From an optimization exercise on the open Yosys and OpenROAD flow, aimed at small area, a short achievable clock period and few clock cycles; shortcuts taken in it are not production practice. At most, simulation tests tie the RTL to the original design; equivalence was not proved. The RTL of run 1 was laid out without a check of its function. Power figures rest on the tool's default switching activity, not on a simulated workload.

==> flow/design.v (outline; a module is shown in full before it is edited, if it fits) <==
// module point_store: 26 lines
// module pair_scheduler: 351 lines
// module area_pipeline: 94 lines
// module area_mul: 1041 lines
// module rect_top: 87 lines
module rect_top #(
    parameter int  MAX_POINTS = 64,
    localparam int IDX_W      = $clog2(MAX_POINTS)
) (
    input  logic                         clk,
    input  logic                         rst,
    input  logic                         load_en,
    input  logic [IDX_W-1:0]             load_addr,
    input  logic [rect_pkg::coord_w-1:0] load_x,
    input  logic [rect_pkg::coord_w-1:0] load_y,
    input  logic [IDX_W:0]               num_points,
    input  logic                         start,
    output logic [rect_pkg::area_w-1:0]  max_area,
    output logic                         done
);
  // ...
==> flow/run.sh <==
#!/bin/bash
# synth_recipe.tcl (not shown) runs the flow's synth.tcl, then flattens the netlist and writes it again
# the make line also repeats each setting of config.mk as NAME=value (left out here)
make -C /OpenROAD-flow-scripts/flow DESIGN_CONFIG=/design/flow/config.mk WORK_HOME=/design/flow/orfs CLKGATE_MAP_FILE= SYNTH_SCRIPT=/design/flow/synth_recipe.tcl finish
==> flow/config.mk <==
export PLATFORM = sky130hd
export DESIGN_NAME = rect_top
export DESIGN_NICKNAME = rect_top
export VERILOG_FILES = /design/flow/design.v
export SDC_FILE = /design/flow/constraint.sdc
export NUM_CORES = 4
export LEC_CHECK = 0
export CAP_MARGIN = 20
export CORE_MARGIN = 2
export CORE_UTILIZATION = 55
export CTS_BUF_LIST = sky130_fd_sc_hd__clkbuf_8
export SETUP_SLACK_MARGIN = 5
export SLEW_MARGIN = 20
==> flow/constraint.sdc <==
create_clock -name core_clock -period 10.0 [get_ports {clk}]
set_input_delay 2.0000 -clock core_clock [delete_from_list [all_inputs] [get_ports {clk}]]
set_output_delay 2.0000 -clock core_clock [all_outputs]
set_load 0.01 [all_outputs]
==> flow_metrics.env, run 1 <==
export IMPL_synthAdderAreaFrac_pct=11.2
export IMPL_yosysUniqueCellTypes=99
export IMPL_synth_top_area_cell="edfxtp_1"
export IMPL_met1_usage_pct=83.0
export IMPL_postCtsSetupBuffers=97
export IMPL_die_w_um=590
export IMPL_yosysTopAreaCellShare_pct=35.1
export IMPL_dp_hpwl_um=889000
export IMPL_lastStage="global routing"
export IMPL_synth_compound_area_share_pct=21.7
export IMPL_status="did not finish"
export IMPL_async_reset_ff_share_pct=0
export IMPL_synthTopCellsByCount="2208 x edfxtp_1, 1831 x a22oi_1, 1622 x inv_1"
export IMPL_dieHeight_um=590
export IMPL_placementRows=215
export IMPL_cts_resized=362
export IMPL_numCtsBuffers=536
export IMPL_grt_usage_pct=81.0
export IMPL_top_usage_layer="met2"
export IMPL_tool_error="[ERROR GRT-0116] Global routing finished with congestion. Check the congestion regions in the DRC Viewer."
export IMPL_htree_levels=6
export IMPL_ys_warn_count=6
export IMPL_synth_top_family_by_area="compound AO/OA/AOI/OAI gates"
export IMPL_grt_max_degree=164
export IMPL_ys_seq_area_share_pct=43.8
export IMPL_grt_use_met2_pct=91.8
==> module point_store, before the edit <==
module point_store (
    input  logic              clk,
    input  logic              we,
    input  logic [5:0]        waddr,
    input  rect_pkg::point_t  wdata,
    input  rect_pkg::point_t  bpt,
    output logic [63:0]       cx,       
    output logic [63:0]       cy,       
    input  logic [5:0]        ra,
    input  logic [5:0]        rb,
    output rect_pkg::point_t  qa,
    output rect_pkg::point_t  qb
);
    logic [31:0] ents [0:63];
    for (genvar i = 0; i < 64; i++) begin : g_ent
        logic [31:0] ent;
        always_ff @(posedge clk) begin
            if (we && waddr == 6'(i)) ent <= wdata;
        end
        assign ents[i] = ent;
        assign cx[i]   = rect_pkg::lt16(ent[31:16], bpt.x);
        assign cy[i]   = rect_pkg::lt16(ent[15:0], bpt.y);
    end
    assign qa = ents[ra];
    assign qb = ents[rb];
endmodule
==> run 2, diff against run 1 <==
--- a/flow/design.v
+++ b/flow/design.v
@@ -68,4 +68,21 @@
     end
-    assign qa = ents[ra];
-    assign qb = ents[rb];
+    function automatic logic [31:0] rd64(input logic [5:0] a, input logic [2047:0] e);
+        logic [31:0] l1 [32];
+        logic [31:0] l2 [16];
+        logic [31:0] l3 [8];
+        logic [31:0] l4 [4];
+        logic [31:0] l5 [2];
+        for (int j = 0; j < 32; j++) l1[j] = a[0] ? e[32*(2*j+1) +: 32] : e[32*(2*j) +: 32];
+        for (int j = 0; j < 16; j++) l2[j] = a[1] ? l1[2*j+1] : l1[2*j];
+        for (int j = 0; j < 8; j++)  l3[j] = a[2] ? l2[2*j+1] : l2[2*j];
+        for (int j = 0; j < 4; j++)  l4[j] = a[3] ? l3[2*j+1] : l3[2*j];
+        for (int j = 0; j < 2; j++)  l5[j] = a[4] ? l4[2*j+1] : l4[2*j];
+        rd64 = a[5] ? l5[1] : l5[0];
+    endfunction
+    logic [2047:0] flat;
+    for (genvar i = 0; i < 64; i++) begin : g_flat
+        assign flat[32*i +: 32] = ents[i];
+    end
+    assign qa = rd64(ra, flat);
+    assign qb = rd64(rb, flat);
 endmodule
--- a/flow/config.mk
+++ b/flow/config.mk
@@ -9,4 +9,4 @@
 export CORE_MARGIN = 2
-export CORE_UTILIZATION = 55
-export CTS_BUF_LIST = sky130_fd_sc_hd__clkbuf_8
+export CORE_UTILIZATION = 35
+export PLACE_DENSITY = 0.45
 export SETUP_SLACK_MARGIN = 5
==> run 2 against run 1 <==
The run now finishes clean. Synthesized cell count is 8.8% lower. Area after synthesis up 5.2%.
==> flow_metrics.env, run 2 <==
export IMPL_fin_crit_sh_pct=52.5
export IMPL_synth_top_area_cell="edfxtp_1"
export IMPL_die_w_um=758
export IMPL_largest_reg_flops=2048
export IMPL_period_needed_ns=5.25
export IMPL_ys_flop_type="edfxtp_1"
export IMPL_post_route_drc_count=0
export IMPL_synth_compound_area_share_pct=14.3
export IMPL_final_cell_mix="2208 x edfxtp_1, 1539 x inv_1, 1388 x mux4_2"
export IMPL_cts_hold_buf=0
export IMPL_worst_slack_ns=4.75
export IMPL_grt_overflow_total=0
export IMPL_portBuffers=83
export IMPL_place_ws_ns=3.51
export IMPL_grt_pass1_wl_um=1270000
export IMPL_syn_to_final_growth_pct=13.3
export IMPL_crit_fanout=40
export IMPL_yosysTopAreaCellShare_pct=33.3
export IMPL_synth_most_common_cell="edfxtp_1"
export IMPL_cts_buffer_depth=4
export IMPL_ant_nets=0
export IMPL_drt_pass1_iterations=8
export IMPL_wl_per_cell_um=37.1
export IMPL_initial_core_util_pct=35.2
export IMPL_clock_latency_ns=1.05
export IMPL_numCtsBuffers=374
export IMPL_synth_area_um2=199000
export IMPL_maxSlewViolCount=0
export IMPL_final_cell_area_um2=225000
export IMPL_tightest_slew_ns=1.34
export IMPL_cap_violations=0
export IMPL_drt_iter0_drc=22500
export IMPL_fillers=54000
export IMPL_crit_type="reg -> reg"
export IMPL_grt_pass1_vias=150000
export IMPL_layout_commonest_cell="edfxtp_1"
export IMPL_crit_required_ns=10.85
export IMPL_arrival_ns=6.10
export IMPL_ios=84
export IMPL_dieHeight_um=758
export IMPL_wl_um=930000
export IMPL_ys_warn_count=16
export IMPL_async_reset_ff_share_pct=0
export IMPL_clk_pin_slew_ns=0.06
export IMPL_dieArea_um2=575000
export IMPL_viasPerCell=6.36
export IMPL_htree_levels=5
export IMPL_peakVddDrop_mv=0.606
export IMPL_synthTopCellsByCount="2208 x edfxtp_1, 1555 x inv_1, 1388 x mux4_2"
export IMPL_status="finished clean"
export IMPL_regMostFlops="u_store.g_ent.ent"
export IMPL_synth_top_family_by_area="multiplexers"
export IMPL_dp_hpwl_um=674000
export IMPL_cts_sinks=3036
export IMPL_synthMuxAreaShare_pct=16.7
export IMPL_grt_usage_pct=31.4
export IMPL_worstSetupStartpointType="flip-flop"
export IMPL_fin_setup_tns_ns=0
export IMPL_final_layout_size_suffix_gt1_share_pct=18.2
export IMPL_ys_seq_area_share_pct=41.7
export IMPL_setup_viol=0
export IMPL_gp_congestion=1.04
export IMPL_synth_edf_count=2208
export IMPL_fmax_mhz=191
export IMPL_cts_root_buf="clkbuf_16"
export IMPL_synth_seq_cells=3036
export IMPL_end_kind="flip-flop"
export IMPL_synth_simple_area_share_pct=11.1
export IMPL_antenna_found_initial=73
export IMPL_p_per_area_nw_per_um2=267
export IMPL_nNetsFinal=18100
export IMPL_syn_instance_count=17200
export IMPL_utilization_pct=39.9
export IMPL_dpl_cell_area_um2=210000
export IMPL_synthAdderAreaFrac_pct=10.4
export IMPL_placementRows=276
export IMPL_cts_tree="done"
export IMPL_rsz0062_at_grt="yes"
export IMPL_hold_class="reg -> reg"
export IMPL_avgSynthCellArea_um2=11.6
export IMPL_hold_viol_final=0
export IMPL_yosysUniqueCellTypes=101
export IMPL_holdWs_ns=0.453
export IMPL_maxSlewHeadroom_pct=8.61
export IMPL_yosys_top_cells_area="edfxtp_1 33%, mux4_2 16%, dfxtp_1 8.3%"
export IMPL_synthXorXnorAreaFrac_pct=0.682
export IMPL_skew_ns=0.0992
export IMPL_vias=159000
export IMPL_leakagePower_uw=0.0784
export IMPL_grt_max_degree=198
export IMPL_coreArea_um2=566000
## run 2: changes by cell type after synthesis, moves of 115 or more
cell | before | now
a221oi_1 | 254 | 119
a22o_1 | 210 | 94
a22oi_1 | 1831 | 253
clkbuf_1 | 1129 | 960
mux4_2 | 67 | 1388
nand3_1 | 470 | 282
nand4_1 | 649 | 299
nor2_1 | 893 | 778
nor4_1 | 310 | 139
## run 2: final cells by class
class / count / area (µm²) / share of cell area, %
diodes: 91 / 228 / 0.101
multi-input cells: 11400 / 108000 / 47.7
inverters: 1573 / 6010 / 2.66
repair buffers: 692 / 6530 / 2.89
flip-flops and latches: 3036 / 82900 / 36.8
clock inverters: 225 / 2600 / 1.15
well taps: 7506 / 9390 / 4.17
clock buffers: 473 / 10100 / 4.49
## run 2: metrics by stage
| step | power, µW | std cells |
|---|---|---|
| global route | 64700 | 24900 |
| global placement | 45800 | 24100 |
| finish | 60200 | 25000 |
| floorplan | 33900 | 17200 |
| detailed placement | 46100 | 24100 |
| CTS | 60700 | 24900 |
## run 2: power breakdown
| part | switching (µW) | internal (µW) |
|---|---|---|
| clock | 6070 | 8410 |
| sequential | 1580 | 14900 |
| combinational | 17700 | 11500 |
## run 2: worst paths after layout
check,slack (ns),end,startpoint,depth (start not counted)
worst max register to register,4.75,u_sched.pend[58],u_sched.cy2[57],10
worst min register to register,0.45,u_sched.max_area[25],u_sched.max_area[25],2
worst min-delay path,0.45,u_sched.max_area[25],u_sched.max_area[25],2
worst max-delay path,4.75,u_sched.pend[58],u_sched.cy2[57],10
## run 2: logic make-up (layout without fill, tap and decap cells)
family | after synthesis | count (layout)
buf+inv | 2752 | 2963
mux | 1571 | 1571
other cells | 1 | 93
flops | 3036 | 3036
simple gates | 4225 | 4229
compound gates | 4061 | 4063
xor+xnor | 155 | 155
fa+ha+maj | 1411 | 1411
## run 2: timing repair
action	CTS	global route
resized for setup	163	172
cloned	12	11
pin swaps	18	38
buffers inserted	69	59
endpoints found under the setup margin	400	323
## run 2: critical path, stage by stage, from the launching register on
cell and delay, ns:
dfxtp_1 0.95, nand2_1 0.36, o22ai_1 0.53, nor4_1 0.13, nand4_1 0.37, nor2_1 0.28
nor2_4 0.67, buf_4 0.70, o21ai_0 0.27, o41ai_1 0.69, a21oi_1 0.08
## run 2: per-layer routing
layer / wire [µm] / track usage [%] / vias up
li1: - / - / 66100
met1: 391000 / 43.9 / 81500
met2: 389000 / 45.0 / 9472
met3: 87500 / 7.07 / 1909
met4: 62100 / 17.3 / 24
met5: 158 / 0 / -
Testbench counts of run 2, summed over its fixed seeds: cycles 6,094.

==> afterwards: timing with drivers on the ports <==
The flow's constraints put no driver on any port. The routed layout listed below was extracted and timed again, unchanged, in two steps.
Step 1: set_driving_cell puts a clkbuf_16 on clk and a buf_2 on each other input, an assumption about the parent block.
Step 2 also shifts input and output timing later by t, the mid clock arrival at the registers, as if the neighbouring blocks saw the same clock.
Three values: ideal, step 1, step 2; two values: the first two.
run: run 2
t (ns): 1.131
setup slack, ns: 4.753 / 4.753 / 4.753
worst register clock-pin slew, ns: 0.08 / 0.08
worst data-port slew with drivers (ns): 0.07
After both steps run 2 still meets setup and hold. The setup slack of run 2 moves by 0.000 ns with the drivers and by 0.000 ns with both steps.
